This design comes from an exercise in tuning for small area, a short achievable clock period and few clock cycles per item on the open sky130 flow, not from production work. The RTL was checked by simulation tests, not by an equivalence proof against the original design. No activity file was given, so power comes from the tool's default toggle rates.

## flow/design.v (module list and top-level ports; edited modules follow where they fit)
// module dot9: 3146 lines
// module fa: 11 lines
// module hai: 10 lines
// module ha: 10 lines
// module cnn_top: 381 lines
module cnn_top
(
    input  logic        clk,
    input  logic        reset,
    input  logic        load_req,
    input  logic [15:0] load_cmd,        
    output logic        load_ack,
    input  logic        run_req,
    output logic        run_ack,
    output logic [81:0] result           
);
  // ...
==> flow/flow/run.sh <==
#!/bin/bash
# The standard layout, with timing repair aiming at 6.8 ns of setup slack
# against the design's 10 ns clock (a 3.2 ns critical path) instead of 0.
set -euo pipefail
bash standard.sh SETUP_SLACK_MARGIN=6.8 finish > standard_flow.log 2>&1
==> flow/standard.sh <==
#!/bin/bash
# synth_recipe.tcl (not shown) runs the flow's synth.tcl, then flattens the netlist and writes it again
# the make line also repeats each setting of config.mk as NAME=value (left out here)
make -C /OpenROAD-flow-scripts/flow DESIGN_CONFIG=/design/flow/config.mk WORK_HOME=/design/flow/orfs CLKGATE_MAP_FILE= SYNTH_SCRIPT=/design/flow/synth_recipe.tcl "${@:-finish}"
==> flow/config.mk <==
export PLATFORM = sky130hd
export DESIGN_NAME = cnn_top
export DESIGN_NICKNAME = cnn_top
export VERILOG_FILES = /design/flow/design.v
export SDC_FILE = /design/flow/constraint.sdc
export NUM_CORES = 4
export LEC_CHECK = 0
export CAP_MARGIN = 20
export CORE_MARGIN = 2
export CORE_UTILIZATION = 70
export CTS_CLUSTER_DIAMETER = 70
export CTS_CLUSTER_SIZE = 28
export SLEW_MARGIN = 20
export SYNTH_HIERARCHICAL = 1
export SYNTH_MINIMUM_KEEP_SIZE = 0
==> flow/constraint.sdc <==
create_clock -name core_clock -period 10.0 [get_ports {clk}]
set_input_delay 2.0000 -clock core_clock [delete_from_list [all_inputs] [get_ports {clk}]]
set_output_delay 2.0000 -clock core_clock [all_outputs]
set_load 0.01 [all_outputs]
==> out/qor.csv, run 1 <==
metric,value,unit
busiest layer in global routing,met2,
outcome,"complete, no violations",
Sequential Power Share,57.1,%
worst min path class,reg -> reg,
Fin Setup TNS,0,ps
Required @ worst endpoint,8000,ps
area of the multi-input gates,25700,µm²
Rows,105,
Min-Delay Startpoint,g[2][3],
first-pass GRT wire length,212000,µm
post-CTS sizing,341,
Pre-antenna DRT Iters,10,
Pint,8.40,mW
sequential standard cell area,31300,µm²
DR top layer,met4,
Metal-1 WL,60100,µm
fraction of area in registers,50.6,%
most common cell in the netlist,dfxtp_1,
Logic pwr share,15.6,%
Initial Utilization,70.8,%
CP max-delay cell,edfxtp_1,
comb pwr,1.83,mW
Post-synth top cells,"dfxtp_1, fa_1, nand2_1",
share of layout cells above drive strength 1,18.6,%
max reg flops,512,
GRT Total Usage,33.9,%
postcts setup bufs,3,
average wire per standard cell,26.3,µm
Global Route met3 Usage,8.77,%
total power,11.7,mW
Final WS setup,6740,ps
Routed WL,142000,µm
leakage power,22.4,nW
Clk power,3.20,mW
via count,32600,
end of the critical path,result[21],
unrepaired setup endpoints after global routing,true,
drt drc,0,
Testbench counts, summed over its fixed seeds: cycles 12,264, items 64.
==> module cnn_top, before the edit <==
module cnn_top
(
    input  logic        clk,
    input  logic        reset,
    input  logic        load_req,
    input  logic [15:0] load_cmd,        
    output logic        load_ack,
    input  logic        run_req,
    output logic        run_ack,
    output logic [81:0] result           
);
    function automatic logic gt8(input logic [7:0] a, input logic [7:0] b);
        logic r;
        r = 1'b0;
        for (int i = 0; i < 8; i++)
        begin
            r = (a[i] & ~b[i]) | (~(a[i] ^ b[i]) & r);
        end
        gt8 = r;
    endfunction
    function automatic logic gt22(input logic [21:0] a, input logic [21:0] b);
        logic r;
        r = 1'b0;
        for (int i = 0; i < 22; i++)
        begin
            r = (a[i] & ~b[i]) | (~(a[i] ^ b[i]) & r);
        end
        gt22 = r;
    endfunction
    logic [2:0] ph;
    always_ff @(posedge clk or negedge reset)
    begin
        if (!reset)
        begin
            ph <= '0;
        end
        else
        begin
            ph <= ph + 3'd1;
        end
    end
    logic       running;         
    logic       busy;
    assign busy = run_req || running || run_ack;
    logic        take;
    logic        wv;             
    logic        wv2;            
    logic        we_img;         
    logic        we_wts;         
    logic        we_flt;         
    assign take = load_req && !load_ack && !busy;
    always_ff @(posedge clk or negedge reset)
    begin
        if (!reset)
        begin
            load_ack <= 1'b0;
            wv       <= 1'b0;
            wv2      <= 1'b0;
        end
        else
        begin
            wv  <= take;
            wv2 <= wv;
            if (take)
            begin
                load_ack <= 1'b1;
            end
            else if (!load_req)
            begin
                load_ack <= 1'b0;
            end
        end
    end
    logic       w_isi;           
    logic       w_isf;           
    logic       w_isw;           
    logic [2:0] w_row;
    logic [2:0] w_col;
    logic [3:0] w_k;             
    logic [1:0] w_cls;           
    logic [7:0] w_data;
    logic [2:0] w_islot;         
    logic [1:0] w_wslot;         
    always_ff @(posedge clk)
    begin
        if (!load_ack)
        begin
            w_isi  <= load_cmd[15:14] == 2'd0;
            w_isf  <= load_cmd[15:14] == 2'd1 && load_cmd[13:8] < 6'(3*3);
            w_isw  <= load_cmd[15:14] == 2'd2 && load_cmd[13:8] < 6'(36);
            w_row  <= load_cmd[13:11];
            w_col  <= load_cmd[10:8];
            w_data <= load_cmd[7:0];
            w_k    <= load_cmd[11:8];
            w_cls  <= 2'd0;
            for (int q = 0; q < 4; q++)
            begin
                for (int k = 0; k < 9; k++)
                begin
                    if (load_cmd[13:8] == 6'(9*q + k))
                    begin
                        w_cls <= 2'(q);
                        w_k   <= 4'(k);
                    end
                end
            end
        end
    end
    assign w_islot = w_col - ph - 3'd1;
    assign w_wslot = w_cls - ph[1:0] - 2'd1;
    assign we_img = (wv || wv2) && w_islot[0] && w_isi;
    assign we_wts = (wv || wv2) && w_wslot[0] && w_isw;
    assign we_flt = wv && w_isf;
    logic [511:0] img;           
    always_ff @(posedge clk)
    begin
        for (int r = 0; r < 8; r++)
        begin
            for (int s = 0; s < 8; s++)
            begin
                if (s % 2 == 1 && we_img && w_row == 3'(r) && w_islot == 3'(s))
                begin
                    img[(8*r+s)*8 +: 8] <= w_data;
                end
                else
                begin
                    img[(8*r+s)*8 +: 8] <= img[(8*r+(s+1)%8)*8 +: 8];
                end
            end
        end
    end
    logic [71:0]  filt;          
    logic [287:0] wts;           
    always_ff @(posedge clk)
    begin
        for (int k = 0; k < 9; k++)
        begin
            if (we_flt && w_k == 4'(k))
            begin
                filt[k*8 +: 8] <= w_data;
            end
        end
        for (int s = 0; s < 4; s++)
        begin
            for (int k = 0; k < 9; k++)
            begin
                if (s % 2 == 1 && we_wts && w_wslot == 2'(s) && w_k == 4'(k))
                begin
                    wts[(9*s+k)*8 +: 8] <= w_data;
                end
                else
                begin
                    wts[(9*s+k)*8 +: 8] <= wts[(9*((s+1)%4)+k)*8 +: 8];
                end
            end
        end
    end
    localparam int DLAT = 4;
    logic       sweep;           
    logic [5:0] rsel;            
    logic [5:0] nwin;            
    logic       tail;            
    logic [3:0] tcnt;
    logic       dsel;            
    logic       issue;
    logic       start;
    logic       start_q;
    logic [2:0] phn;             
    logic [1:0] gi;
    logic [3:0] grp;
    assign phn   = ph + 3'd1;
    logic [1:0] wc;
    assign issue = sweep && !(phn[2] && phn[1]) && wc[1];     
    assign start = !running && !run_ack && run_req;
    always_comb
    begin
        gi = 2'd0;
        for (int i = 0; i < 6; i++)
        begin
            if (rsel[i])
            begin
                gi = 2'(i / 2);
            end
        end
        grp = 4'(gi) * 4'd3 + 4'(phn[2:1]);
    end
    always_ff @(posedge clk or negedge reset)
    begin
        if (!reset)
        begin
            running <= 1'b0;
            run_ack <= 1'b0;
            sweep   <= 1'b0;
            rsel    <= '0;
            wc      <= '0;
            nwin    <= '0;
            tail    <= 1'b0;
            tcnt    <= '0;
            dsel    <= 1'b0;
            start_q <= 1'b0;
        end
        else
        begin
            start_q <= start;
            if (start)
            begin
                running <= 1'b1;
                sweep   <= 1'b1;
                rsel    <= 6'b000001;
                wc      <= 2'd0;
                nwin    <= '0;
            end
            if (sweep)
            begin
                if (phn == 3'd5)
                begin
                    rsel <= {rsel[4:0], rsel[5]};
                end
                if (!wc[1])
                begin
                    wc <= wc + 2'd1;
                end
                if (issue)
                begin
                    nwin <= nwin + 6'd1;
                    if (nwin == 6'd35)
                    begin
                        sweep <= 1'b0;
                        rsel  <= '0;
                        tail  <= 1'b1;
                        tcnt  <= '0;
                    end
                end
            end
            if (tail)
            begin
                tcnt <= tcnt + 4'd1;
                dsel <= tcnt >= 4'(DLAT - 1) && tcnt <= 4'(DLAT + 2);
                if (tcnt == 4'(2*DLAT + 3))
                begin
                    tail    <= 1'b0;
                    running <= 1'b0;
                    run_ack <= 1'b1;
                end
            end
            if (run_ack && !run_req)
            begin
                run_ack <= 1'b0;
            end
        end
    end
    logic [71:0] feat;           
    logic [71:0] feat_d;         
    logic [71:0] opa;            
    logic [71:0] opb;            
    always_ff @(posedge clk)
    begin
        for (int r = 0; r < 3; r++)
        begin
            for (int c = 0; c < 3; c++)
            begin
                logic [7:0] x;
                x = dsel ? feat[(3*r+c)*8 +: 8] : 8'd0;
                if (c < 2)
                begin
                    x = x | (dsel ? 8'd0 : opa[(3*r+c+1)*8 +: 8]);
                end
                else
                begin
                    for (int i = 0; i < 6; i++)
                    begin
                        x = x | (rsel[i] ? img[(8*(i+r)+3)*8 +: 8] : 8'd0);
                    end
                end
                opa[(3*r+c)*8 +: 8] <= x;
                opb[(3*r+c)*8 +: 8] <= dsel ? wts[(9+3*r+c)*8 +: 8] : filt[(3*r+c)*8 +: 8];
            end
        end
    end
    logic signed [19:0] sum;
    dot9 u_dot9 (.clk(clk), .a(opa), .b(opb), .sum(sum));
    logic       cv [1:DLAT];     
    logic       dv [1:DLAT];     
    logic [3:0] g [1:DLAT];      
    logic       dvl;             
    logic [1:0] qd;              
    logic       fd;              
    always_ff @(posedge clk or negedge reset)
    begin
        if (!reset)
        begin
            for (int i = 1; i <= DLAT; i++)
            begin
                cv[i] <= 1'b0;
                dv[i] <= 1'b0;
            end
        end
        else
        begin
            cv[1] <= issue;
            dv[1] <= dsel;
            for (int i = 2; i <= DLAT; i++)
            begin
                cv[i] <= cv[i-1];
                dv[i] <= dv[i-1];
            end
        end
    end
    always_ff @(posedge clk)
    begin
        g[1] <= dsel ? {2'b00, phn[1:0]} : grp;      
        for (int i = 2; i <= DLAT; i++)
        begin
            g[i] <= g[i-1];
        end
        dvl <= dv[DLAT];
    end
    assign qd = g[DLAT][1:0];
    assign fd = !dvl;
    logic signed [19:0] sum_q;
    logic [7:0]  relu_q;
    always_ff @(posedge clk)
    begin
        sum_q <= sum;
        if (sum[19])
        begin
            relu_q <= 8'd0;
        end
        else if (|sum[18:8])
        begin
            relu_q <= 8'd255;
        end
        else
        begin
            relu_q <= sum[7:0];
        end
    end
    logic [8:0]  upd;
    always_comb
    begin
        for (int i = 0; i < 9; i++)
        begin
            upd[i] = cv[DLAT] && g[DLAT] == 4'(i) && gt8(relu_q, feat[i*8 +: 8]);
            if (start_q)
            begin
                feat_d[i*8 +: 8] = 8'd0;
            end
            else if (upd[i])
            begin
                feat_d[i*8 +: 8] = relu_q;
            end
            else
            begin
                feat_d[i*8 +: 8] = feat[i*8 +: 8];
            end
        end
    end
    logic signed [19:0] scores [0:3];
    logic signed [19:0] best;
    logic [1:0]         win_class;
    always_ff @(posedge clk)
    begin
        feat <= feat_d;
        if (dv[DLAT])
        begin
            for (int c = 0; c < 4; c++)
            begin
                if (qd == 2'(c))
                begin
                    scores[c] <= sum_q;
                end
            end
            if (fd || gt22({~sum_q[19], sum_q[18:0], ~qd}, {~best[19], best[18:0], ~win_class}))
            begin
                best      <= sum_q;
                win_class <= qd;
            end
        end
    end
    assign result = {win_class, scores[3], scores[2], scores[1], scores[0]};
endmodule
==> inputs of run 2 (changes only) <==
--- a/flow/design.v
+++ b/flow/design.v
@@ -1772,86 +1772,50 @@
     logic q1_80;
     logic q1_81;
     logic q1_82;
     logic q1_83;
     logic q1_84;
     logic q1_85;
     logic q1_86;
     logic q1_87;
-    logic q1_88;
-    logic q1_89;
-    logic q1_90;
-    logic q1_91;
-    logic q1_92;
-    logic q1_93;
-    logic q1_94;
-    logic q1_95;
-    logic q1_96;
-    logic q1_97;
-    logic q1_98;
-    logic q1_99;
-    logic q1_100;
-    logic q1_101;
-    logic q1_102;
-    logic q1_103;
-    logic q1_104;
-    logic q1_105;
-    logic q1_106;
-    logic q1_107;
-    logic q1_108;
-    logic q1_109;
-    logic q1_110;
-    logic q1_111;
-    logic q1_112;
-    logic q1_113;
-    logic q1_114;
-    logic q1_115;
-    logic q1_116;
-    logic q1_117;
-    logic q1_118;
-    logic q1_119;
-    logic q1_120;
-    logic q1_121;
-    logic q1_122;
-    logic q1_123;
-    logic q2_124;
-    logic q2_125;
-    logic q2_126;
-    logic q2_127;
-    logic q2_128;
-    logic q2_129;
-    logic q2_130;
-    logic q2_131;
-    logic q2_132;
-    logic q2_133;
-    logic q2_134;
-    logic q2_135;
-    logic q2_136;
-    logic q2_137;
-    logic q2_138;
-    logic q2_139;
-    logic q2_140;
-    logic q2_141;
-    logic q2_142;
-    logic q2_143;
-    logic q2_144;
-    logic q2_145;
-    logic q2_146;
-    logic q2_147;
-    logic q2_148;
-    logic q2_149;
-    logic q2_150;
-    logic q2_151;
-    logic q2_152;
-    logic q2_153;
-    logic q2_154;
-    logic q2_155;
-    logic q2_156;
-    logic q2_157;
+    logic q2_88;
+    logic q2_89;
+    logic q2_90;
+    logic q2_91;
+    logic q2_92;
+    logic q2_93;
+    logic q2_94;
+    logic q2_95;
+    logic q2_96;
+    logic q2_97;
+    logic q2_98;
+    logic q2_99;
+    logic q2_100;
+    logic q2_101;
+    logic q2_102;
+    logic q2_103;
+    logic q2_104;
+    logic q2_105;
+    logic q2_106;
+    logic q2_107;
+    logic q2_108;
+    logic q2_109;
+    logic q2_110;
+    logic q2_111;
+    logic q2_112;
+    logic q2_113;
+    logic q2_114;
+    logic q2_115;
+    logic q2_116;
+    logic q2_117;
+    logic q2_118;
+    logic q2_119;
+    logic q2_120;
+    logic q2_121;
     logic [19:0] xa;
     logic [19:0] xb;
     assign pp1 = ~(a[0] & b[0]);
     assign pp2 = ~(a[0] & b[1]);
     assign pp3 = ~(a[0] & b[2]);
     assign pp4 = ~(a[0] & b[3]);
     assign pp5 = ~(a[0] & b[4]);
     assign pp6 = ~(a[0] & b[5]);
@@ -2874,278 +2838,242 @@
     fa u_s1469 (.x(s1359), .y(s1361), .z(s1197), .s(s1469), .c(c1470));
     fa u_s1471 (.x(c1354), .y(c1356), .z(c1358), .s(s1471), .c(c1472));
     fa u_s1473 (.x(c1360), .y(c1362), .z(s1363), .s(s1473), .c(c1474));
     fa u_s1475 (.x(s1365), .y(s1367), .z(s1369), .s(s1475), .c(c1476));
     fa u_s1477 (.x(c1364), .y(c1366), .z(c1368), .s(s1477), .c(c1478));
     fa u_s1479 (.x(c1370), .y(s1371), .z(s1373), .s(s1479), .c(c1480));
     fa u_s1481 (.x(c1372), .y(c1374), .z(s1375), .s(s1481), .c(c1482));
     fa u_s1483 (.x(c1376), .y(c1216), .z(1'b0), .s(s1483), .c(c1484));
-    fa u_s1485 (.x(q1_3), .y(q1_4), .z(q1_5), .s(s1485), .c(c1486));
-    fa u_s1487 (.x(q1_6), .y(q1_7), .z(q1_8), .s(s1487), .c(c1488));
-    fa u_s1489 (.x(q1_9), .y(q1_10), .z(q1_11), .s(s1489), .c(c1490));
-    fa u_s1491 (.x(q1_12), .y(q1_13), .z(q1_14), .s(s1491), .c(c1492));
-    fa u_s1493 (.x(q1_15), .y(q1_16), .z(q1_17), .s(s1493), .c(c1494));
-    fa u_s1495 (.x(q1_18), .y(q1_19), .z(q1_20), .s(s1495), .c(c1496));
-    fa u_s1497 (.x(q1_23), .y(q1_24), .z(q1_25), .s(s1497), .c(c1498));
-    fa u_s1499 (.x(q1_26), .y(q1_27), .z(q1_28), .s(s1499), .c(c1500));
-    fa u_s1501 (.x(q1_29), .y(q1_30), .z(q1_31), .s(s1501), .c(c1502));
-    fa u_s1503 (.x(q1_33), .y(q1_34), .z(q1_35), .s(s1503), .c(c1504));
-    fa u_s1505 (.x(q1_36), .y(q1_37), .z(q1_38), .s(s1505), .c(c1506));
-    fa u_s1507 (.x(q1_39), .y(q1_40), .z(q1_41), .s(s1507), .c(c1508));
-    fa u_s1509 (.x(q1_43), .y(q1_44), .z(q1_45), .s(s1509), .c(c1510));
-    fa u_s1511 (.x(q1_46), .y(q1_47), .z(q1_48), .s(s1511), .c(c1512));
-    fa u_s1513 (.x(q1_49), .y(q1_50), .z(q1_51), .s(s1513), .c(c1514));
-    fa u_s1515 (.x(q1_52), .y(q1_53), .z(q1_54), .s(s1515), .c(c1516));
-    fa u_s1517 (.x(q1_56), .y(q1_57), .z(q1_58), .s(s1517), .c(c1518));
-    fa u_s1519 (.x(q1_59), .y(q1_60), .z(q1_61), .s(s1519), .c(c1520));
-    fa u_s1521 (.x(q1_62), .y(q1_63), .z(q1_64), .s(s1521), .c(c1522));
-    fa u_s1523 (.x(q1_65), .y(q1_66), .z(q1_67), .s(s1523), .c(c1524));
-    fa u_s1525 (.x(q1_70), .y(q1_71), .z(q1_72), .s(s1525), .c(c1526));
-    fa u_s1527 (.x(q1_73), .y(q1_74), .z(q1_75), .s(s1527), .c(c1528));
-    fa u_s1529 (.x(q1_76), .y(q1_77), .z(q1_78), .s(s1529), .c(c1530));
-    fa u_s1531 (.x(q1_79), .y(q1_80), .z(q1_81), .s(s1531), .c(c1532));
-    fa u_s1533 (.x(q1_82), .y(q1_83), .z(q1_84), .s(s1533), .c(c1534));
-    fa u_s1535 (.x(q1_85), .y(q1_86), .z(q1_87), .s(s1535), .c(c1536));
-    fa u_s1537 (.x(q1_88), .y(q1_89), .z(q1_90), .s(s1537), .c(c1538));
-    fa u_s1539 (.x(q1_91), .y(q1_92), .z(q1_93), .s(s1539), .c(c1540));
-    fa u_s1541 (.x(q1_94), .y(q1_95), .z(q1_96), .s(s1541), .c(c1542));
-    fa u_s1543 (.x(q1_97), .y(q1_98), .z(q1_99), .s(s1543), .c(c1544));
-    fa u_s1545 (.x(q1_100), .y(q1_101), .z(q1_102), .s(s1545), .c(c1546));
-    fa u_s1547 (.x(q1_103), .y(q1_104), .z(q1_105), .s(s1547), .c(c1548));
-    fa u_s1549 (.x(q1_106), .y(q1_107), .z(q1_108), .s(s1549), .c(c1550));
-    fa u_s1551 (.x(q1_110), .y(q1_111), .z(q1_112), .s(s1551), .c(c1552));
-    fa u_s1553 (.x(q1_113), .y(q1_114), .z(q1_115), .s(s1553), .c(c1554));
-    fa u_s1555 (.x(q1_117), .y(q1_118), .z(q1_119), .s(s1555), .c(c1556));
-    fa u_s1557 (.x(c1488), .y(s1489), .z(s1491), .s(s1557), .c(c1558));
-    fa u_s1559 (.x(c1490), .y(c1492), .z(s1493), .s(s1559), .c(c1560));
-    fa u_s1561 (.x(s1495), .y(q1_21), .z(q1_22), .s(s1561), .c(c1562));
-    fa u_s1563 (.x(c1494), .y(c1496), .z(s1497), .s(s1563), .c(c1564));
-    fa u_s1565 (.x(s1499), .y(s1501), .z(q1_32), .s(s1565), .c(c1566));
-    fa u_s1567 (.x(c1498), .y(c1500), .z(c1502), .s(s1567), .c(c1568));
-    fa u_s1569 (.x(s1503), .y(s1505), .z(s1507), .s(s1569), .c(c1570));
-    fa u_s1571 (.x(c1504), .y(c1506), .z(c1508), .s(s1571), .c(c1572));
-    fa u_s1573 (.x(s1509), .y(s1511), .z(s1513), .s(s1573), .c(c1574));
-    fa u_s1575 (.x(c1510), .y(c1512), .z(c1514), .s(s1575), .c(c1576));
-    fa u_s1577 (.x(c1516), .y(s1517), .z(s1519), .s(s1577), .c(c1578));
-    fa u_s1579 (.x(s1521), .y(s1523), .z(q1_68), .s(s1579), .c(c1580));
-    fa u_s1581 (.x(c1518), .y(c1520), .z(c1522), .s(s1581), .c(c1582));
-    fa u_s1583 (.x(c1524), .y(s1525), .z(s1527), .s(s1583), .c(c1584));
-    fa u_s1585 (.x(c1526), .y(c1528), .z(c1530), .s(s1585), .c(c1586));
-    fa u_s1587 (.x(c1532), .y(s1533), .z(s1535), .s(s1587), .c(c1588));
-    fa u_s1589 (.x(c1534), .y(c1536), .z(c1538), .s(s1589), .c(c1590));
-    fa u_s1591 (.x(c1540), .y(s1541), .z(s1543), .s(s1591), .c(c1592));
-    fa u_s1593 (.x(c1542), .y(c1544), .z(c1546), .s(s1593), .c(c1594));
-    fa u_s1595 (.x(s1547), .y(s1549), .z(q1_109), .s(s1595), .c(c1596));
-    fa u_s1597 (.x(c1548), .y(c1550), .z(s1551), .s(s1597), .c(c1598));
-    fa u_s1599 (.x(c1552), .y(c1554), .z(s1555), .s(s1599), .c(c1600));
-    fa u_s1601 (.x(c1556), .y(q1_121), .z(q1_122), .s(s1601), .c(c1602));
+    fa u_s1485 (.x(s1377), .y(s975), .z(s977), .s(s1485), .c(c1486));
+    fa u_s1487 (.x(c1378), .y(s1379), .z(s1381), .s(s1487), .c(c1488));
+    fa u_s1489 (.x(c1380), .y(c1382), .z(s1383), .s(s1489), .c(c1490));
+    fa u_s1491 (.x(s1385), .y(s1387), .z(s1009), .s(s1491), .c(c1492));
+    fa u_s1493 (.x(c1384), .y(c1386), .z(c1388), .s(s1493), .c(c1494));
+    fa u_s1495 (.x(s1389), .y(s1391), .z(s1393), .s(s1495), .c(c1496));
+    fa u_s1497 (.x(c1390), .y(c1392), .z(c1394), .s(s1497), .c(c1498));
+    fa u_s1499 (.x(c1396), .y(s1397), .z(s1399), .s(s1499), .c(c1500));
+    fa u_s1501 (.x(s1401), .y(s1403), .z(s1265), .s(s1501), .c(c1502));
+    fa u_s1503 (.x(c1398), .y(c1400), .z(c1402), .s(s1503), .c(c1504));
+    fa u_s1505 (.x(c1404), .y(s1405), .z(s1407), .s(s1505), .c(c1506));
+    fa u_s1507 (.x(s1409), .y(s1411), .z(s1413), .s(s1507), .c(c1508));
+    fa u_s1509 (.x(c1406), .y(c1408), .z(c1410), .s(s1509), .c(c1510));
+    fa u_s1511 (.x(c1412), .y(c1414), .z(c1416), .s(s1511), .c(c1512));
+    fa u_s1513 (.x(s1417), .y(s1419), .z(s1421), .s(s1513), .c(c1514));
+    fa u_s1515 (.x(s1423), .y(s1425), .z(s1427), .s(s1515), .c(c1516));
+    fa u_s1517 (.x(c1418), .y(c1420), .z(c1422), .s(s1517), .c(c1518));
+    fa u_s1519 (.x(c1424), .y(c1426), .z(c1428), .s(s1519), .c(c1520));
+    fa u_s1521 (.x(s1429), .y(s1431), .z(s1433), .s(s1521), .c(c1522));
+    fa u_s1523 (.x(s1435), .y(s1437), .z(s1439), .s(s1523), .c(c1524));
+    fa u_s1525 (.x(c1430), .y(c1432), .z(c1434), .s(s1525), .c(c1526));
+    fa u_s1527 (.x(c1436), .y(c1438), .z(c1440), .s(s1527), .c(c1528));
+    fa u_s1529 (.x(s1441), .y(s1443), .z(s1445), .s(s1529), .c(c1530));
+    fa u_s1531 (.x(s1447), .y(s1449), .z(s1451), .s(s1531), .c(c1532));
+    fa u_s1533 (.x(c1442), .y(c1444), .z(c1446), .s(s1533), .c(c1534));
+    fa u_s1535 (.x(c1448), .y(c1450), .z(c1452), .s(s1535), .c(c1536));
+    fa u_s1537 (.x(s1453), .y(s1455), .z(s1457), .s(s1537), .c(c1538));
+    fa u_s1539 (.x(s1459), .y(s1461), .z(s1183), .s(s1539), .c(c1540));
+    fa u_s1541 (.x(c1454), .y(c1456), .z(c1458), .s(s1541), .c(c1542));
+    fa u_s1543 (.x(c1460), .y(c1462), .z(s1463), .s(s1543), .c(c1544));
+    fa u_s1545 (.x(s1465), .y(s1467), .z(s1469), .s(s1545), .c(c1546));
+    fa u_s1547 (.x(c1464), .y(c1466), .z(c1468), .s(s1547), .c(c1548));
+    fa u_s1549 (.x(c1470), .y(s1471), .z(s1473), .s(s1549), .c(c1550));
+    fa u_s1551 (.x(c1472), .y(c1474), .z(c1476), .s(s1551), .c(c1552));
+    fa u_s1553 (.x(s1477), .y(s1479), .z(s1211), .s(s1553), .c(c1554));
+    fa u_s1555 (.x(c1478), .y(c1480), .z(s1481), .s(s1555), .c(c1556));
+    fa u_s1557 (.x(q1_6), .y(q1_7), .z(q1_8), .s(s1557), .c(c1558));
+    fa u_s1559 (.x(q1_9), .y(q1_10), .z(q1_11), .s(s1559), .c(c1560));
+    fa u_s1561 (.x(q1_12), .y(q1_13), .z(q1_14), .s(s1561), .c(c1562));
+    fa u_s1563 (.x(q1_15), .y(q1_16), .z(q1_17), .s(s1563), .c(c1564));
+    fa u_s1565 (.x(q1_18), .y(q1_19), .z(q1_20), .s(s1565), .c(c1566));
+    fa u_s1567 (.x(q1_21), .y(q1_22), .z(q1_23), .s(s1567), .c(c1568));
+    fa u_s1569 (.x(q1_24), .y(q1_25), .z(q1_26), .s(s1569), .c(c1570));
+    fa u_s1571 (.x(q1_28), .y(q1_29), .z(q1_30), .s(s1571), .c(c1572));
+    fa u_s1573 (.x(q1_31), .y(q1_32), .z(q1_33), .s(s1573), .c(c1574));
+    fa u_s1575 (.x(q1_36), .y(q1_37), .z(q1_38), .s(s1575), .c(c1576));
+    fa u_s1577 (.x(q1_39), .y(q1_40), .z(q1_41), .s(s1577), .c(c1578));
+    fa u_s1579 (.x(q1_42), .y(q1_43), .z(q1_44), .s(s1579), .c(c1580));
+    fa u_s1581 (.x(q1_46), .y(q1_47), .z(q1_48), .s(s1581), .c(c1582));
+    fa u_s1583 (.x(q1_49), .y(q1_50), .z(q1_51), .s(s1583), .c(c1584));
+    fa u_s1585 (.x(q1_54), .y(q1_55), .z(q1_56), .s(s1585), .c(c1586));
+    fa u_s1587 (.x(q1_57), .y(q1_58), .z(q1_59), .s(s1587), .c(c1588));
+    fa u_s1589 (.x(q1_62), .y(q1_63), .z(q1_64), .s(s1589), .c(c1590));
+    fa u_s1591 (.x(q1_65), .y(q1_66), .z(q1_67), .s(s1591), .c(c1592));
+    fa u_s1593 (.x(q1_69), .y(q1_70), .z(q1_71), .s(s1593), .c(c1594));
+    fa u_s1595 (.x(q1_72), .y(q1_73), .z(q1_74), .s(s1595), .c(c1596));
+    fa u_s1597 (.x(q1_75), .y(q1_76), .z(q1_77), .s(s1597), .c(c1598));
+    fa u_s1599 (.x(q1_80), .y(q1_81), .z(q1_82), .s(s1599), .c(c1600));
+    fa u_s1601 (.x(q1_84), .y(q1_85), .z(q1_86), .s(s1601), .c(c1602));
     fa u_s1603 (.x(c1558), .y(s1559), .z(s1561), .s(s1603), .c(c1604));
     fa u_s1605 (.x(c1560), .y(c1562), .z(s1563), .s(s1605), .c(c1606));
     fa u_s1607 (.x(c1564), .y(c1566), .z(s1567), .s(s1607), .c(c1608));
-    fa u_s1609 (.x(s1569), .y(q1_42), .z(1'b0), .s(s1609), .c(c1610));
+    fa u_s1609 (.x(s1569), .y(q1_27), .z(1'b0), .s(s1609), .c(c1610));
     fa u_s1611 (.x(c1568), .y(c1570), .z(s1571), .s(s1611), .c(c1612));
-    fa u_s1613 (.x(s1573), .y(s1515), .z(q1_55), .s(s1613), .c(c1614));
+    fa u_s1613 (.x(s1573), .y(q1_34), .z(q1_35), .s(s1613), .c(c1614));
     fa u_s1615 (.x(c1572), .y(c1574), .z(s1575), .s(s1615), .c(c1616));
-    fa u_s1617 (.x(s1577), .y(s1579), .z(q1_69), .s(s1617), .c(c1618));
+    fa u_s1617 (.x(s1577), .y(s1579), .z(q1_45), .s(s1617), .c(c1618));
     fa u_s1619 (.x(c1576), .y(c1578), .z(c1580), .s(s1619), .c(c1620));
-    fa u_s1621 (.x(s1581), .y(s1583), .z(s1529), .s(s1621), .c(c1622));
+    fa u_s1621 (.x(s1581), .y(s1583), .z(q1_52), .s(s1621), .c(c1622));
     fa u_s1623 (.x(c1582), .y(c1584), .z(s1585), .s(s1623), .c(c1624));
-    fa u_s1625 (.x(s1587), .y(s1537), .z(s1539), .s(s1625), .c(c1626));
+    fa u_s1625 (.x(s1587), .y(q1_60), .z(q1_61), .s(s1625), .c(c1626));
     fa u_s1627 (.x(c1586), .y(c1588), .z(s1589), .s(s1627), .c(c1628));
     fa u_s1629 (.x(c1590), .y(c1592), .z(s1593), .s(s1629), .c(c1630));
     fa u_s1631 (.x(c1594), .y(c1596), .z(s1597), .s(s1631), .c(c1632));
-    fa u_s1633 (.x(c1598), .y(s1599), .z(q1_120), .s(s1633), .c(c1634));
-    fa u_s1635 (.x(c1602), .y(q1_123), .z(1'b0), .s(s1635), .c(c1636));
+    fa u_s1633 (.x(c1598), .y(s1599), .z(q1_83), .s(s1633), .c(c1634));
+    fa u_s1635 (.x(c1602), .y(q1_87), .z(1'b0), .s(s1635), .c(c1636));
     fa u_s1637 (.x(c1604), .y(s1605), .z(s1565), .s(s1637), .c(c1638));
     fa u_s1639 (.x(c1606), .y(s1607), .z(s1609), .s(s1639), .c(c1640));
     fa u_s1641 (.x(c1608), .y(c1610), .z(s1611), .s(s1641), .c(c1642));
     fa u_s1643 (.x(c1612), .y(c1614), .z(s1615), .s(s1643), .c(c1644));
     fa u_s1645 (.x(c1616), .y(c1618), .z(s1619), .s(s1645), .c(c1646));
     fa u_s1647 (.x(c1620), .y(c1622), .z(s1623), .s(s1647), .c(c1648));
     fa u_s1649 (.x(c1624), .y(c1626), .z(s1627), .s(s1649), .c(c1650));
     fa u_s1651 (.x(c1628), .y(s1629), .z(s1595), .s(s1651), .c(c1652));
-    fa u_s1653 (.x(c1630), .y(s1631), .z(s1553), .s(s1653), .c(c1654));
+    fa u_s1653 (.x(c1630), .y(s1631), .z(q1_78), .s(s1653), .c(c1654));
     fa u_s1655 (.x(c1632), .y(s1633), .z(1'b0), .s(s1655), .c(c1656));
     fa u_s1657 (.x(c1634), .y(c1600), .z(s1601), .s(s1657), .c(c1658));
     fa u_s1659 (.x(c1640), .y(s1641), .z(s1613), .s(s1659), .c(c1660));
     fa u_s1661 (.x(c1642), .y(s1643), .z(s1617), .s(s1661), .c(c1662));
     fa u_s1663 (.x(c1644), .y(s1645), .z(s1621), .s(s1663), .c(c1664));
     fa u_s1665 (.x(c1646), .y(s1647), .z(s1625), .s(s1665), .c(c1666));
     fa u_s1667 (.x(c1648), .y(s1649), .z(s1591), .s(s1667), .c(c1668));
-    fa u_s1669 (.x(c1652), .y(s1653), .z(q1_116), .s(s1669), .c(c1670));
-    hai u_s1671 (.x(q2_138), .y(q2_139), .s(s1671), .c(c1672));
-    hai u_s1673 (.x(q2_141), .y(q2_142), .s(s1673), .c(c1674));
-    fa u_s1675 (.x(q2_143), .y(q2_144), .z(q2_145), .s(s1675), .c(c1676));
-    fa u_s1677 (.x(q2_146), .y(q2_147), .z(q2_148), .s(s1677), .c(c1678));
-    hai u_s1679 (.x(q2_150), .y(q2_151), .s(s1679), .c(c1680));
-    hai u_s1681 (.x(q2_153), .y(q2_154), .s(s1681), .c(c1682));
-    hai u_s1683 (.x(q2_155), .y(q2_156), .s(s1683), .c(c1684));
-    assign xa = {1'b0, c1684, c1682, c1680, s1679, c1678, c1676, c1674, c1672, s1671, q2_136, q2_135, q2_133, q2_132, q2_131, q2_130, q2_128, q2_127, q2_125, q2_124};
-    assign xb = {1'b1, q2_157, s1683, s1681, q2_152, q2_149, s1677, s1675, s1673, q2_140, q2_137, 1'b1, q2_134, 1'b1, 1'b1, 1'b1, q2_129, 1'b1, q2_126, 1'b1};
+    fa u_s1669 (.x(c1652), .y(s1653), .z(q1_79), .s(s1669), .c(c1670));
+    hai u_s1671 (.x(q2_102), .y(q2_103), .s(s1671), .c(c1672));
+    hai u_s1673 (.x(q2_105), .y(q2_106), .s(s1673), .c(c1674));
+    fa u_s1675 (.x(q2_107), .y(q2_108), .z(q2_109), .s(s1675), .c(c1676));
+    fa u_s1677 (.x(q2_110), .y(q2_111), .z(q2_112), .s(s1677), .c(c1678));
+    hai u_s1679 (.x(q2_114), .y(q2_115), .s(s1679), .c(c1680));
+    hai u_s1681 (.x(q2_117), .y(q2_118), .s(s1681), .c(c1682));
+    hai u_s1683 (.x(q2_119), .y(q2_120), .s(s1683), .c(c1684));
+    assign xa = {1'b0, c1684, c1682, c1680, s1679, c1678, c1676, c1674, c1672, s1671, q2_100, q2_99, q2_97, q2_96, q2_95, q2_94, q2_92, q2_91, q2_89, q2_88};
+    assign xb = {1'b1, q2_121, s1683, s1681, q2_116, q2_113, s1677, s1675, s1673, q2_104, q2_101, 1'b1, q2_98, 1'b1, 1'b1, 1'b1, q2_93, 1'b1, q2_90, 1'b1};
     always_ff @(posedge clk)
     begin
         q1_0 <= s961;
         q1_1 <= s1217;
         q1_2 <= s967;
-        q1_3 <= s1377;
-        q1_4 <= s975;
-        q1_5 <= s977;
-        q1_6 <= c1378;
-        q1_7 <= s1379;
-        q1_8 <= s1381;
-        q1_9 <= c1380;
-        q1_10 <= c1382;
-        q1_11 <= s1383;
-        q1_12 <= s1385;
-        q1_13 <= s1387;
-        q1_14 <= s1009;
-        q1_15 <= c1384;
-        q1_16 <= c1386;
-        q1_17 <= c1388;
-        q1_18 <= s1389;
-        q1_19 <= s1391;
-        q1_20 <= s1393;
-        q1_21 <= s1395;
-        q1_22 <= s1031;
-        q1_23 <= c1390;
-        q1_24 <= c1392;
-        q1_25 <= c1394;
-        q1_26 <= c1396;
-        q1_27 <= s1397;
-        q1_28 <= s1399;
-        q1_29 <= s1401;
-        q1_30 <= s1403;
-        q1_31 <= s1265;
-        q1_32 <= s1267;
-        q1_33 <= c1398;
-        q1_34 <= c1400;
-        q1_35 <= c1402;
-        q1_36 <= c1404;
-        q1_37 <= s1405;
-        q1_38 <= s1407;
-        q1_39 <= s1409;
-        q1_40 <= s1411;
-        q1_41 <= s1413;
-        q1_42 <= s1415;
-        q1_43 <= c1406;
-        q1_44 <= c1408;
-        q1_45 <= c1410;
-        q1_46 <= c1412;
-        q1_47 <= c1414;
-        q1_48 <= c1416;
-        q1_49 <= s1417;
-        q1_50 <= s1419;
-        q1_51 <= s1421;
-        q1_52 <= s1423;
-        q1_53 <= s1425;
-        q1_54 <= s1427;
-        q1_55 <= s1305;
-        q1_56 <= c1418;
-        q1_57 <= c1420;
-        q1_58 <= c1422;
-        q1_59 <= c1424;
-        q1_60 <= c1426;
-        q1_61 <= c1428;
-        q1_62 <= s1429;
-        q1_63 <= s1431;
-        q1_64 <= s1433;
-        q1_65 <= s1435;
-        q1_66 <= s1437;
-        q1_67 <= s1439;
-        q1_68 <= s1323;
-        q1_69 <= s1143;
-        q1_70 <= c1430;
-        q1_71 <= c1432;
-        q1_72 <= c1434;
-        q1_73 <= c1436;
-        q1_74 <= c1438;
-        q1_75 <= c1440;
-        q1_76 <= s1441;
-        q1_77 <= s1443;
-        q1_78 <= s1445;
-        q1_79 <= s1447;
-        q1_80 <= s1449;
-        q1_81 <= s1451;
-        q1_82 <= c1442;
-        q1_83 <= c1444;
-        q1_84 <= c1446;
-        q1_85 <= c1448;
-        q1_86 <= c1450;
-        q1_87 <= c1452;
-        q1_88 <= s1453;
-        q1_89 <= s1455;
-        q1_90 <= s1457;
-        q1_91 <= s1459;
-        q1_92 <= s1461;
-        q1_93 <= s1183;
-        q1_94 <= c1454;
-        q1_95 <= c1456;
-        q1_96 <= c1458;
-        q1_97 <= c1460;
-        q1_98 <= c1462;
-        q1_99 <= s1463;
-        q1_100 <= s1465;
-        q1_101 <= s1467;
-        q1_102 <= s1469;
-        q1_103 <= c1464;
-        q1_104 <= c1466;
-        q1_105 <= c1468;
-        q1_106 <= c1470;
-        q1_107 <= s1471;
-        q1_108 <= s1473;
-        q1_109 <= s1475;
-        q1_110 <= c1472;
-        q1_111 <= c1474;
-        q1_112 <= c1476;
-        q1_113 <= s1477;
-        q1_114 <= s1479;
-        q1_115 <= s1211;
-        q1_116 <= s1213;
-        q1_117 <= c1478;
-        q1_118 <= c1480;
-        q1_119 <= s1481;
-        q1_120 <= s1215;
-        q1_121 <= c1482;
-        q1_122 <= s1483;
-        q1_123 <= c1484;
-        q2_124 <= q1_0;
-        q2_125 <= q1_1;
-        q2_126 <= q1_2;
-        q2_127 <= s1485;
-        q2_128 <= c1486;
-        q2_129 <= s1487;
-        q2_130 <= s1557;
-        q2_131 <= s1603;
-        q2_132 <= s1637;
-        q2_133 <= c1638;
-        q2_134 <= s1639;
-        q2_135 <= s1659;
-        q2_136 <= c1660;
-        q2_137 <= s1661;
-        q2_138 <= c1662;
-        q2_139 <= s1663;
-        q2_140 <= s1531;
-        q2_141 <= c1664;
-        q2_142 <= s1665;
-        q2_143 <= c1666;
-        q2_144 <= s1667;
-        q2_145 <= s1545;
-        q2_146 <= c1668;
-        q2_147 <= c1650;
-        q2_148 <= s1651;
-        q2_149 <= s1669;
-        q2_150 <= c1670;
-        q2_151 <= c1654;
-        q2_152 <= s1655;
-        q2_153 <= c1656;
-        q2_154 <= s1657;
-        q2_155 <= c1658;
-        q2_156 <= s1635;
-        q2_157 <= c1636;
+        q1_3 <= s1485;
+        q1_4 <= c1486;
+        q1_5 <= s1487;
+        q1_6 <= c1488;
+        q1_7 <= s1489;
+        q1_8 <= s1491;
+        q1_9 <= c1490;
+        q1_10 <= c1492;
+        q1_11 <= s1493;
+        q1_12 <= s1495;
+        q1_13 <= s1395;
+        q1_14 <= s1031;
+        q1_15 <= c1494;
+        q1_16 <= c1496;
+        q1_17 <= s1497;
+        q1_18 <= s1499;
+        q1_19 <= s1501;
+        q1_20 <= s1267;
+        q1_21 <= c1498;
+        q1_22 <= c1500;
+        q1_23 <= c1502;
+        q1_24 <= s1503;
+        q1_25 <= s1505;
+        q1_26 <= s1507;
+        q1_27 <= s1415;
+        q1_28 <= c1504;
+        q1_29 <= c1506;
+        q1_30 <= c1508;
+        q1_31 <= s1509;
+        q1_32 <= s1511;
+        q1_33 <= s1513;
+        q1_34 <= s1515;
+        q1_35 <= s1305;
+        q1_36 <= c1510;
+        q1_37 <= c1512;
+        q1_38 <= c1514;
+        q1_39 <= c1516;
+        q1_40 <= s1517;
+        q1_41 <= s1519;
+        q1_42 <= s1521;
+        q1_43 <= s1523;
+        q1_44 <= s1323;
+        q1_45 <= s1143;
+        q1_46 <= c1518;
+        q1_47 <= c1520;
+        q1_48 <= c1522;
+        q1_49 <= c1524;
+        q1_50 <= s1525;
+        q1_51 <= s1527;
+        q1_52 <= s1529;
+        q1_53 <= s1531;
+        q1_54 <= c1526;
+        q1_55 <= c1528;
+        q1_56 <= c1530;
+        q1_57 <= c1532;
+        q1_58 <= s1533;
+        q1_59 <= s1535;
+        q1_60 <= s1537;
+        q1_61 <= s1539;
+        q1_62 <= c1534;
+        q1_63 <= c1536;
+        q1_64 <= c1538;
+        q1_65 <= c1540;
+        q1_66 <= s1541;
+        q1_67 <= s1543;
+        q1_68 <= s1545;
+        q1_69 <= c1542;
+        q1_70 <= c1544;
+        q1_71 <= c1546;
+        q1_72 <= s1547;
+        q1_73 <= s1549;
+        q1_74 <= s1475;
+        q1_75 <= c1548;
+        q1_76 <= c1550;
+        q1_77 <= s1551;
+        q1_78 <= s1553;
+        q1_79 <= s1213;
+        q1_80 <= c1552;
+        q1_81 <= c1554;
+        q1_82 <= s1555;
+        q1_83 <= s1215;
+        q1_84 <= c1556;
+        q1_85 <= c1482;
+        q1_86 <= s1483;
+        q1_87 <= c1484;
+        q2_88 <= q1_0;
+        q2_89 <= q1_1;
+        q2_90 <= q1_2;
+        q2_91 <= q1_3;
+        q2_92 <= q1_4;
+        q2_93 <= q1_5;
+        q2_94 <= s1557;
+        q2_95 <= s1603;
+        q2_96 <= s1637;
+        q2_97 <= c1638;
+        q2_98 <= s1639;
+        q2_99 <= s1659;
+        q2_100 <= c1660;
+        q2_101 <= s1661;
+        q2_102 <= c1662;
+        q2_103 <= s1663;
+        q2_104 <= q1_53;
+        q2_105 <= c1664;
+        q2_106 <= s1665;
+        q2_107 <= c1666;
+        q2_108 <= s1667;
+        q2_109 <= q1_68;
+        q2_110 <= c1668;
+        q2_111 <= c1650;
+        q2_112 <= s1651;
+        q2_113 <= s1669;
+        q2_114 <= c1670;
+        q2_115 <= c1654;
+        q2_116 <= s1655;
+        q2_117 <= c1656;
+        q2_118 <= s1657;
+        q2_119 <= c1658;
+        q2_120 <= s1635;
+        q2_121 <= c1636;
     end
     assign sum = ~(xa + xb + 20'd1);
 endmodule
 module fa
 (
     input  logic x,
     input  logic y,
     input  logic z,
@@ -3342,18 +3270,17 @@
     logic       dsel;            
     logic       issue;
     logic       start;
     logic       start_q;
     logic [2:0] phn;             
     logic [1:0] gi;
     logic [3:0] grp;
     assign phn   = ph + 3'd1;
-    logic [1:0] wc;
-    assign issue = sweep && !(phn[2] && phn[1]) && wc[1];     
+    assign issue = sweep && !(phn[2] && phn[1]);     
     assign start = !running && !run_ack && run_req;
     always_comb
     begin
         gi = 2'd0;
         for (int i = 0; i < 6; i++)
         begin
             if (rsel[i])
             begin
@@ -3365,44 +3292,38 @@
     always_ff @(posedge clk or negedge reset)
     begin
         if (!reset)
         begin
             running <= 1'b0;
             run_ack <= 1'b0;
             sweep   <= 1'b0;
             rsel    <= '0;
-            wc      <= '0;
             nwin    <= '0;
             tail    <= 1'b0;
             tcnt    <= '0;
             dsel    <= 1'b0;
             start_q <= 1'b0;
         end
         else
         begin
             start_q <= start;
             if (start)
             begin
                 running <= 1'b1;
                 sweep   <= 1'b1;
                 rsel    <= 6'b000001;
-                wc      <= 2'd0;
                 nwin    <= '0;
             end
             if (sweep)
             begin
-                if (phn == 3'd5)
+                if (phn == 3'd7)
                 begin
                     rsel <= {rsel[4:0], rsel[5]};
                 end
-                if (!wc[1])
-                begin
-                    wc <= wc + 2'd1;
-                end
                 if (issue)
                 begin
                     nwin <= nwin + 6'd1;
                     if (nwin == 6'd35)
                     begin
                         sweep <= 1'b0;
                         rsel  <= '0;
                         tail  <= 1'b1;
@@ -3434,40 +3355,32 @@
     always_ff @(posedge clk)
     begin
         for (int r = 0; r < 3; r++)
         begin
             for (int c = 0; c < 3; c++)
             begin
                 logic [7:0] x;
                 x = dsel ? feat[(3*r+c)*8 +: 8] : 8'd0;
-                if (c < 2)
+                for (int i = 0; i < 6; i++)
                 begin
-                    x = x | (dsel ? 8'd0 : opa[(3*r+c+1)*8 +: 8]);
-                end
-                else
-                begin
-                    for (int i = 0; i < 6; i++)
-                    begin
-                        x = x | (rsel[i] ? img[(8*(i+r)+3)*8 +: 8] : 8'd0);
-                    end
+                    x = x | (rsel[i] ? img[(8*(i+r)+c+1)*8 +: 8] : 8'd0);
                 end
                 opa[(3*r+c)*8 +: 8] <= x;
                 opb[(3*r+c)*8 +: 8] <= dsel ? wts[(9+3*r+c)*8 +: 8] : filt[(3*r+c)*8 +: 8];
             end
         end
     end
     logic signed [19:0] sum;
     dot9 u_dot9 (.clk(clk), .a(opa), .b(opb), .sum(sum));
     logic       cv [1:DLAT];     
     logic       dv [1:DLAT];     
-    logic [3:0] g [1:DLAT];      
-    logic       dvl;             
-    logic [1:0] qd;              
-    logic       fd;              
+    logic [3:0] g [1:DLAT];
+    logic [1:0] q [1:DLAT];
+    logic       f [1:DLAT];      
     always_ff @(posedge clk or negedge reset)
     begin
         if (!reset)
         begin
             for (int i = 1; i <= DLAT; i++)
             begin
                 cv[i] <= 1'b0;
                 dv[i] <= 1'b0;
@@ -3481,25 +3394,26 @@
             begin
                 cv[i] <= cv[i-1];
                 dv[i] <= dv[i-1];
             end
         end
     end
     always_ff @(posedge clk)
     begin
-        g[1] <= dsel ? {2'b00, phn[1:0]} : grp;      
+        g[1] <= grp;
+        q[1] <= phn[1:0];        
+        f[1] <= dsel && !dv[1];
         for (int i = 2; i <= DLAT; i++)
         begin
             g[i] <= g[i-1];
+            q[i] <= q[i-1];
+            f[i] <= f[i-1];
         end
-        dvl <= dv[DLAT];
     end
-    assign qd = g[DLAT][1:0];
-    assign fd = !dvl;
     logic signed [19:0] sum_q;
     logic [7:0]  relu_q;
     always_ff @(posedge clk)
     begin
         sum_q <= sum;
         if (sum[19])
         begin
             relu_q <= 8'd0;
@@ -3538,22 +3452,22 @@
     logic [1:0]         win_class;
     always_ff @(posedge clk)
     begin
         feat <= feat_d;
         if (dv[DLAT])
         begin
             for (int c = 0; c < 4; c++)
             begin
-                if (qd == 2'(c))
+                if (q[DLAT] == 2'(c))
                 begin
                     scores[c] <= sum_q;
                 end
             end
-            if (fd || gt22({~sum_q[19], sum_q[18:0], ~qd}, {~best[19], best[18:0], ~win_class}))
+            if (f[DLAT] || gt22({~sum_q[19], sum_q[18:0], ~q[DLAT]}, {~best[19], best[18:0], ~win_class}))
             begin
                 best      <= sum_q;
-                win_class <= qd;
+                win_class <= q[DLAT];
             end
         end
     end
     assign result = {win_class, scores[3], scores[2], scores[1], scores[0]};
 endmodule
==> flow/config.mk (replaced) <==
export PLATFORM = sky130hd
export DESIGN_NAME = cnn_top
export DESIGN_NICKNAME = cnn_top
export VERILOG_FILES = /design/flow/design.v
export SDC_FILE = /design/flow/constraint.sdc
export NUM_CORES = 4
export LEC_CHECK = 0
export CAP_MARGIN = 20
export CORE_MARGIN = 2
export CORE_UTILIZATION = 50
export CTS_CLUSTER_DIAMETER = 60
export CTS_CLUSTER_SIZE = 24
export SLEW_MARGIN = 20
export SYNTH_HIERARCHICAL = 1
export SYNTH_MINIMUM_KEEP_SIZE = 0
==> run 2 against run 1 <==
Effect of this change:
- sequential power rose by 13%
- worst hold slack improved by 5.8 ps
- final cell count grew 13%
- utilization fell by 19 points
- highest routed layer is now met5
- still clean
- synthesized cell count increased by 3.5%
==> out/qor.csv, run 2 <==
metric,value,unit,change
relative slew slack,28.6,%,was 28.8%
commonest register cell after synthesis,dfxtp_1,,unchanged
most common cell in the netlist,dfxtp_1,,unchanged
Crit. End Element,register,,was output pin
Root Buffer,clkbuf_16,,unchanged
Final Wtd Congestion,0.970,,was 1.01
clock power share,26.0,%,was 27.3%
max reg flops,512,,unchanged
max_cap viols,0,,unchanged
Fin Setup TNS,0,ps,unchanged
Rows,125,,was 105
fill count,9564,,"was 5,234"
Final Setup Violations,0,,unchanged
largest net degree at the start of global routing,81,,unchanged
TritonCTS clock tree,yes,,unchanged
worst hold margin,320,ps,was 315 ps
Synth Register Bits,1427,,"was 1,454"
"commonest non-fill, non-tap cell in the layout",dfxtp_1,,unchanged
number of flops mapped to enable cells by yosys,197,,unchanged
Sequential Power Share,43.1,%,was 57.1%
min cycle time layout,3340,ps,was 3260 ps
vias in the first global route,35200,,"was 33,300"
critical path's largest stage delay,630,ps,was 440 ps
Compound-Gate Fraction of Synth Area,5.09,%,was 3.17%
core box area,116000,µm²,"was 82,100 µm²"
worst slew pin tran,1070,ps,was 1060 ps
Switch Pwr,6.36,mW,was 3.32 mW
Synth Area in Adders,21.2,%,was 21.4%
via count,34200,,"was 32,600"
H-tree depth,3,,unchanged
"Top cell by count, worst path",fa_2,,
top post-synthesis cells by area,"dfxtp_1, fa_1, edfxtp_1",,unchanged
period utilization,33.4,%,was 32.6%
unrepaired setup endpoints after global routing,true,,unchanged
average wire per standard cell,26.6,µm,was 26.3 µm
ys async rst share,2.52,%,was 2.61%
initial antenna violation count,14,,was 5
drt drc,0,,unchanged
area share of and/or/nand/nor cells after synthesis,8.18,%,was 7.63%
"Slew Viols, Final",0,,unchanged
pwr dens,266,nW/µm²,was 189 nW/µm²
crit path cell chain,"and2_4, fa_1, fa_2, fa_1, fa_2, fa_2",,was buf_2
# clock sinks,1427,,"was 1,454"
Pint,11.2,mW,was 8.40 mW
die width,346,µm,was 292 µm
Post-Synth XOR/XNOR Area,0.374,%,was 0.377%
Synth Area per Inst,13.3,µm²,was 13.7 µm²
GRT Total Usage,27.2,%,was 33.9%
Top Family by Delay on Critical Path,adder cells,,was flip-flops
largest family of logic cells by synthesized area,adder cells,,unchanged
total CTS buffers,105,,was 66
WP buf/inv,0,,was 1
cell taking the most area after synthesis,dfxtp_1,,unchanged
Critical Path AT,3910,ps,was 1260 ps
total power,17.5,mW,was 11.7 mW
Synth top area share,40.8,%,was 42.0%
Clock Latency Late Sink,740,ps,was 670 ps
PortBufs,103,,unchanged
Setup CP Type,reg -> reg,,was reg -> out
first-pass GRT wire length,240000,µm,"was 212,000 µm"
crit-path max FO,6,,was 1
Routed WL,162000,µm,"was 142,000 µm"
Place WS,6070,ps,was 6100 ps
Pre-antenna DRT Iters,9,,was 10
Logic pwr share,30.8,%,was 15.6%
Initial Utilization,50.4,%,was 70.8%
Required @ worst endpoint,10560,ps,was 8000 ps
outcome,"complete, no violations",,unchanged
DRT antenna net count,0,,unchanged
Biggest register,img,,unchanged
Achievable Freq,299,MHz,was 307 MHz
final hold vios,0,,unchanged
cell area after synthesis,58600,µm²,"was 58,100 µm²"
clk_skew,56.2,ps,was 48.3 ps
clk buf depth,3,,unchanged
cell area after placement,61000,µm²,"was 60,000 µm²"
vias per cell,5.61,,was 6.05
share of layout cells above drive strength 1,27.2,%,was 18.6%
worst min path class,reg -> reg,,unchanged
Die Height,346,µm,was 292 µm
largest registers,"img x512, wts x288, scores x80",,unchanged
HPWL Detailed,123000,µm,"was 105,000 µm"
CP max-delay cell,fa_2,,was edfxtp_1
mux contribution to synthesized area,10.4,%,was 11.5%
Sw Share,36.3,%,was 28.3%
leakage power,23.8,nW,was 22.4 nW
register area share after synthesis,52.4,%,was 53.8%
Final WS setup,6660,ps,was 6740 ps
synth warn,14,,was 12
NumNets Final,5165,,"was 4,960"
post-route design area,65900,µm²,"was 61,900 µm²"
Synth cell types,89,,was 88
CP startpoint kind,register,,unchanged
"Clk pin slew, worst setup/hold paths",90,ps,was 100 ps
total grt overflow,0,,unchanged
Starting DRT DRC Count,3772,,"was 3,290"
Post-synth top cells,"dfxtp_1, nand2_1, fa_1",,"was dfxtp_1, fa_1, nand2_1"
area grow syn2layout,12.4,%,was 6.41%
Synth Instances,4401,,"was 4,253"
Die Footprint,120000,µm²,"was 85,400 µm²"
maximum VDD drop,0.172,mV,was 0.195 mV
Top Ports,104,,unchanged
most frequent cells in the layout,"dfxtp_1, nand2_1, mux2_2",,"was dfxtp_1, fa_1, nand2_1"
[run 2: changes by cell type after synthesis, sizes merged, moves of 4 or more]
cell	delta
nor2	-5
a32o	-4
a21oi	+6
buf	+11
nor2b	-4
dfxtp	-25
nand3	+52
nand2	+7
clkbuf	+19
mux2	-51
a222oi	+48
a22oi	+96
[run 2: cells by family (layout without fill, tap and decap cells)]
family / count (synthesis) / count (layout)
AOI/OAI and AO/OA: 393 / 393
xor gates and xnor gates: 20 / 20
adders and majority gates: 664 / 664
buffers and inverters: 357 / 520
DFF: 1427 / 1427
muxes: 549 / 549
other: 1 / 7
and+or+nand+nor: 990 / 990
[run 2: path summary, 6_finish.rpt]
path                               start           end  slack (ps)  cells past startpoint
worst max-delay path             opa[12]  u_dot9.q1_61        6660                      6
worst min-delay path            wts[219]      wts[147]         320                      0
worst max register to register   opa[12]  u_dot9.q1_61        6660                      6
worst min register to register  wts[219]      wts[147]         320                      0
max in group asynchronous          reset          dsel        8270                      1
min in group asynchronous          reset         dv[1]        1270                      1
[run 2: area by class of cell]
type | count | area, µm² | share of cell area, %
well taps | 1524 | 1910 | 2.89
inverters | 153 | 574 | 0.872
clock inverters | 71 | 912 | 1.38
clock buffers | 123 | 2820 | 4.28
flip-flops and latches | 1427 | 31200 | 47.4
repair buffers | 173 | 1260 | 1.92
multi-input cells | 2621 | 27200 | 41.2
diodes | 2 | 5.00 | 0.00760
[run 2: per-module statistics from Yosys (local to each module, per instance)]
| module | flops+latches | cells inside | copies in the design | cell area, µm² |
|---|---|---|---|---|
| hai | 0 | 5 | 5 | 27.5 |
| dot9 | 122 | 877 | 1 | 5820 |
| fa | 0 | 1 | 549 | 20.0 |
| cnn_top | 1305 | 2950 | 1 | 41600 |
[run 2: power by group through the flow]
stage	logic [mW]	clock network (mW)	registers (mW)
floorplan	3.57	0	7.05
global placement	5.04	0	7.64
detailed placement	5.14	0	7.65
CTS	5.21	4.65	7.56
global route	6.07	4.88	7.63
finish	5.41	4.56	7.56
[run 2: per-stage QoR]
stage                     utilization [%]  cells
after global routing                 56.7   6092
after CTS                            55.9   6057
after detailed placement             52.5   5852
after global placement               52.5   5851
final                                56.7   6094
after floorplan                         -   4405
[run 2: per-layer routing]
metal / share of wire [%] / track usage [%] / vias up
met2: 45 / 42.3 / 1332
met1: 44 / 38.6 / 17400
met4: 3.5 / 8.83 / 6
li1: - / - / 15200
met3: 7.4 / 5.14 / 262
met5: 0.025 / 0 / -
[run 2: timing repair]
item / 4_1_cts / 5_1_grt
resized for setup: 623 / 219
setup endpoints to repair: 180 / 200
endpoints found under the hold margin: 0 / 0
hold buffers: 0 / 0
setup buffers: 11 / 34
pin swaps: 37 / 168
Testbench counts of run 2, summed over its fixed seeds: cycles 12,128, items 64.
==> inputs of run 3 (changes only) <==
--- a/flow/config.mk
+++ b/flow/config.mk
@@ -8,7 +8,7 @@
 export CAP_MARGIN = 20
 export CORE_MARGIN = 2
-export CORE_UTILIZATION = 50
-export CTS_CLUSTER_DIAMETER = 60
-export CTS_CLUSTER_SIZE = 24
+export CORE_UTILIZATION = 60
+export CTS_CLUSTER_DIAMETER = 70
+export CTS_CLUSTER_SIZE = 28
 export SLEW_MARGIN = 20
 export SYNTH_HIERARCHICAL = 1
==> run 3 against run 2 <==
Effect of this change:
- still clean on timing, DRC and antenna
- synthesized area unchanged
- flip-flop and latch count unchanged
- sequential power about the same
- via count about the same
- worst hold slack got worse by 1.2 ps
- critical endpoint is now u_dot9.q1_26
- largest cell class unchanged
- highest routed layer unchanged
==> out/qor.csv, run 3 <==
metric,value,unit,change
outcome,"complete, no violations",,unchanged
Synth cell types,89,,unchanged
unrepaired setup endpoints after global routing,true,,unchanged
CP max-delay cell,fa_2,,unchanged
CP startpoint kind,register,,unchanged
"Top cell by count, worst path",fa_2,,unchanged
mux contribution to synthesized area,10.4,%,unchanged
number of flops mapped to enable cells by yosys,197,,unchanged
first-pass GRT wire length,232000,µm,"was 240,000 µm"
DRT antenna net count,0,,unchanged
Post-synth top cells,"dfxtp_1, nand2_1, fa_1",,unchanged
Starting DRT DRC Count,3876,,"was 3,772"
Final Wtd Congestion,0.996,,was 0.970
Die Height,317,µm,was 346 µm
Achievable Freq,299,MHz,about the same
H-tree depth,3,,unchanged
WP buf/inv,0,,unchanged
synth warn,14,,unchanged
vias per cell,5.90,,was 5.61
Synth Instances,4401,,unchanged
Setup CP Type,reg -> reg,,unchanged
crit path cell chain,"and2_4, fa_1, fa_2, fa_2, fa_2, fa_1",,"was and2_4, fa_1, fa_2, fa_1, fa_2, fa_2"
Post-Synth XOR/XNOR Area,0.374,%,unchanged
die width,317,µm,was 346 µm
ys async rst share,2.52,%,unchanged
Worst R2R Path Depth,6,,unchanged
largest family of logic cells by synthesized area,adder cells,,unchanged
final hold vios,0,,unchanged
crit path from,opb[7],,was opa[12]
total grt overflow,0,,unchanged
# clock sinks,1427,,unchanged
average wire per standard cell,27.4,µm,was 26.6 µm
Top Ports,104,,unchanged
initial antenna violation count,10,,was 14
share of layout cells above drive strength 1,25.4,%,was 27.2%
worst min path class,reg -> reg,,unchanged
TritonCTS clock tree,yes,,unchanged
Die Footprint,100000,µm²,"was 120,000 µm²"
Fin Setup TNS,0,ps,unchanged
PortBufs,103,,unchanged
Hold Path End,img[183],,was wts[147]
Initial Utilization,60.6,%,was 50.4%
clk_skew,49.3,ps,was 56.2 ps
relative slew slack,32.5,%,was 28.6%
critical path's largest stage delay,680,ps,was 630 ps
Hold Buf Count CTS,0,,unchanged
register area share after synthesis,52.4,%,unchanged
Compound-Gate Fraction of Synth Area,5.09,%,unchanged
area grow syn2layout,9.98,%,was 12.4%
min cycle time layout,3350,ps,was 3340 ps
Required @ worst endpoint,10550,ps,"was 10,560 ps"
commonest register cell after synthesis,dfxtp_1,,unchanged
"commonest non-fill, non-tap cell in the layout",dfxtp_1,,unchanged
Synth Area in Adders,21.2,%,unchanged
leakage power,23.2,nW,was 23.8 nW
largest registers,"img x512, wts x288, scores x80",,unchanged
clk buf depth,3,,unchanged
Root Buffer,clkbuf_16,,unchanged
Biggest register,img,,unchanged
crit-path max FO,7,,was 6
worst slew pin tran,1010,ps,was 1070 ps
Synth Area per Inst,13.3,µm²,unchanged
area share of and/or/nand/nor cells after synthesis,8.18,%,unchanged
Rows,114,,was 125
most frequent cells in the layout,"dfxtp_1, nand2_1, mux2_2",,unchanged
Synth top area share,40.8,%,unchanged
Top Family by Delay on Critical Path,adder cells,,unchanged
total power,16.6,mW,was 17.5 mW
Synth Register Bits,1427,,unchanged
cell taking the most area after synthesis,dfxtp_1,,unchanged
cell area after synthesis,58600,µm²,unchanged
Pre-antenna DRT Iters,8,,was 9
HPWL Detailed,119000,µm,"was 123,000 µm"
max_cap viols,0,,unchanged
drt drc,0,,unchanged
"Slew Viols, Final",0,,unchanged
via count,34200,,about the same
largest net degree at the start of global routing,81,,unchanged
maximum VDD drop,0.212,mV,was 0.172 mV
pwr dens,257,nW/µm²,was 266 nW/µm²
core box area,96700,µm²,"was 116,000 µm²"
reg-to-reg startpoint,opb[7],,was opa[12]
reg2reg end,u_dot9.q1_26,,was u_dot9.q1_61
Crit. End Element,register,,unchanged
Min-Delay Startpoint,img[191],,was wts[219]
GRT Total Usage,32.0,%,was 27.2%
FF-to-FF setup slack,6650,ps,was 6660 ps
max reg flops,512,,unchanged
cell area after placement,60700,µm²,"was 61,000 µm²"
Routed WL,158000,µm,"was 162,000 µm"
Clock Latency Late Sink,700,ps,was 740 ps
top post-synthesis cells by area,"dfxtp_1, fa_1, edfxtp_1",,unchanged
NumNets Final,5131,,"was 5,165"
hold path cells,0,,unchanged
total CTS buffers,75,,was 105
Final Setup Violations,0,,unchanged
Critical Path AT,3900,ps,was 3910 ps
most common cell in the netlist,dfxtp_1,,unchanged
post-route design area,64400,µm²,"was 65,900 µm²"
"Clk pin slew, worst setup/hold paths",100,ps,was 90 ps
period utilization,33.5,%,was 33.4%
vias in the first global route,34700,,"was 35,200"
run 3: routing by layer:
layer / up-vias / wire, µm / GRT usage [%]
met4: 8 / 7350 / 12.9
met5: - / 48 / 0
met1: 17300 / 67400 / 44.9
met2: 1462 / 69400 / 47.9
met3: 318 / 14300 / 8.21
li1: 15000 / - / -
run 3: timing repair:
item / 4_1_cts / 5_1_grt
gates resized for setup: 690 / 134
endpoints found under the setup margin: 173 / 218
gates cloned: 0 / 0
pin swaps: 107 / 107
setup buffers: 26 / 15
run 3: where the power goes:
part / switching, mW / total, mW / leakage [nW] / internal, mW
Sequential: 0.929 / 7.55 / 12.1 / 6.62
Combinational: 3.12 / 5.38 / 9.93 / 2.26
Clock: 2.06 / 3.66 / 1.26 / 1.61
run 3: logic make-up (layout without fill, tap and decap cells):
group                      Yosys count  after routing
muxes                              549            549
xor gates and xnor gates            20             20
and+or+nand+nor                    990            990
buffers and inverters              357            454
adders and majority gates          664            664
other                                1             12
AOI/OAI and AO/OA                  393            393
DFF                               1427           1427
run 3: worst max path at each step:
stage                         to  slack (ps)  cells past startpoint
CTS                   result[80]        6680                      1
detailed placement        w_k[1]        6100                      5
global placement          w_k[1]        6050                      5
floorplan                 w_k[1]        6780                      5
finish              u_dot9.q1_26        6650                      6
global route        u_dot9.q1_43        6630                      6
run 3: Yosys stat by module (local to each module, per instance):
module / copies in the design / area (µm²) / cells
cnn_top: 1 / 41600 / 2950
dot9: 1 / 5820 / 877
fa: 549 / 20.0 / 1
hai: 5 / 27.5 / 5
run 3: final cells by class:
cell class	instances	area (µm²)
fillers	7125	32300
flip-flops and latches	1427	31200
multi-input cells	2621	27100
clock buffers	94	2010
well taps	1276	1600
repair buffers	169	1260
clock inverters	38	619
inverters	153	574
diodes	7	17.5
run 3: through the flow:
stage | hold WS (ps) | setup WS [ps] | util [%] | instances
after floorplan | 310 | 6780 | - | 4405
final | 319 | 6650 | 66.6 | 5785
after global routing | 332 | 6630 | 66.6 | 5778
after global placement | 309 | 6050 | 62.7 | 5604
after detailed placement | 312 | 6100 | 62.7 | 5604
after CTS | 328 | 6680 | 66.0 | 5762

==> afterwards: timing with drivers on the ports <==
How much do the figures lean on ideal ports? The routed layouts below were timed once more, with nothing changed but the port constraints. Step 1 sets driving cells, clkbuf_16 on the clock port and buf_2 on the other inputs (assumed; they add their load-dependent delay and slew). Step 2 times the ports against the registers' clock, not the clock port: input delays grow and output delays shrink by t, the midpoint of the rising clock arrivals with the driver on. a / b / c = ideal ports / drivers / drivers and shift; a / b = the first two.
run | t, ns | slack for setup (ns) | worst register clock-pin slew, ns
run 1 | 0.712 | 6.738 / 6.674 / 6.211 | 0.11 / 0.11
run 2 | 0.788 | 6.655 / 6.632 / 6.283 | 0.10 / 0.10
run 3 | 0.757 | 6.651 / 6.651 / 6.219 | 0.11 / 0.11
After both steps setup and hold are still met in every run listed. For run 1, which loses most, drivers alone change the setup slack by -0.064 ns; drivers and shift together by -0.527 ns.
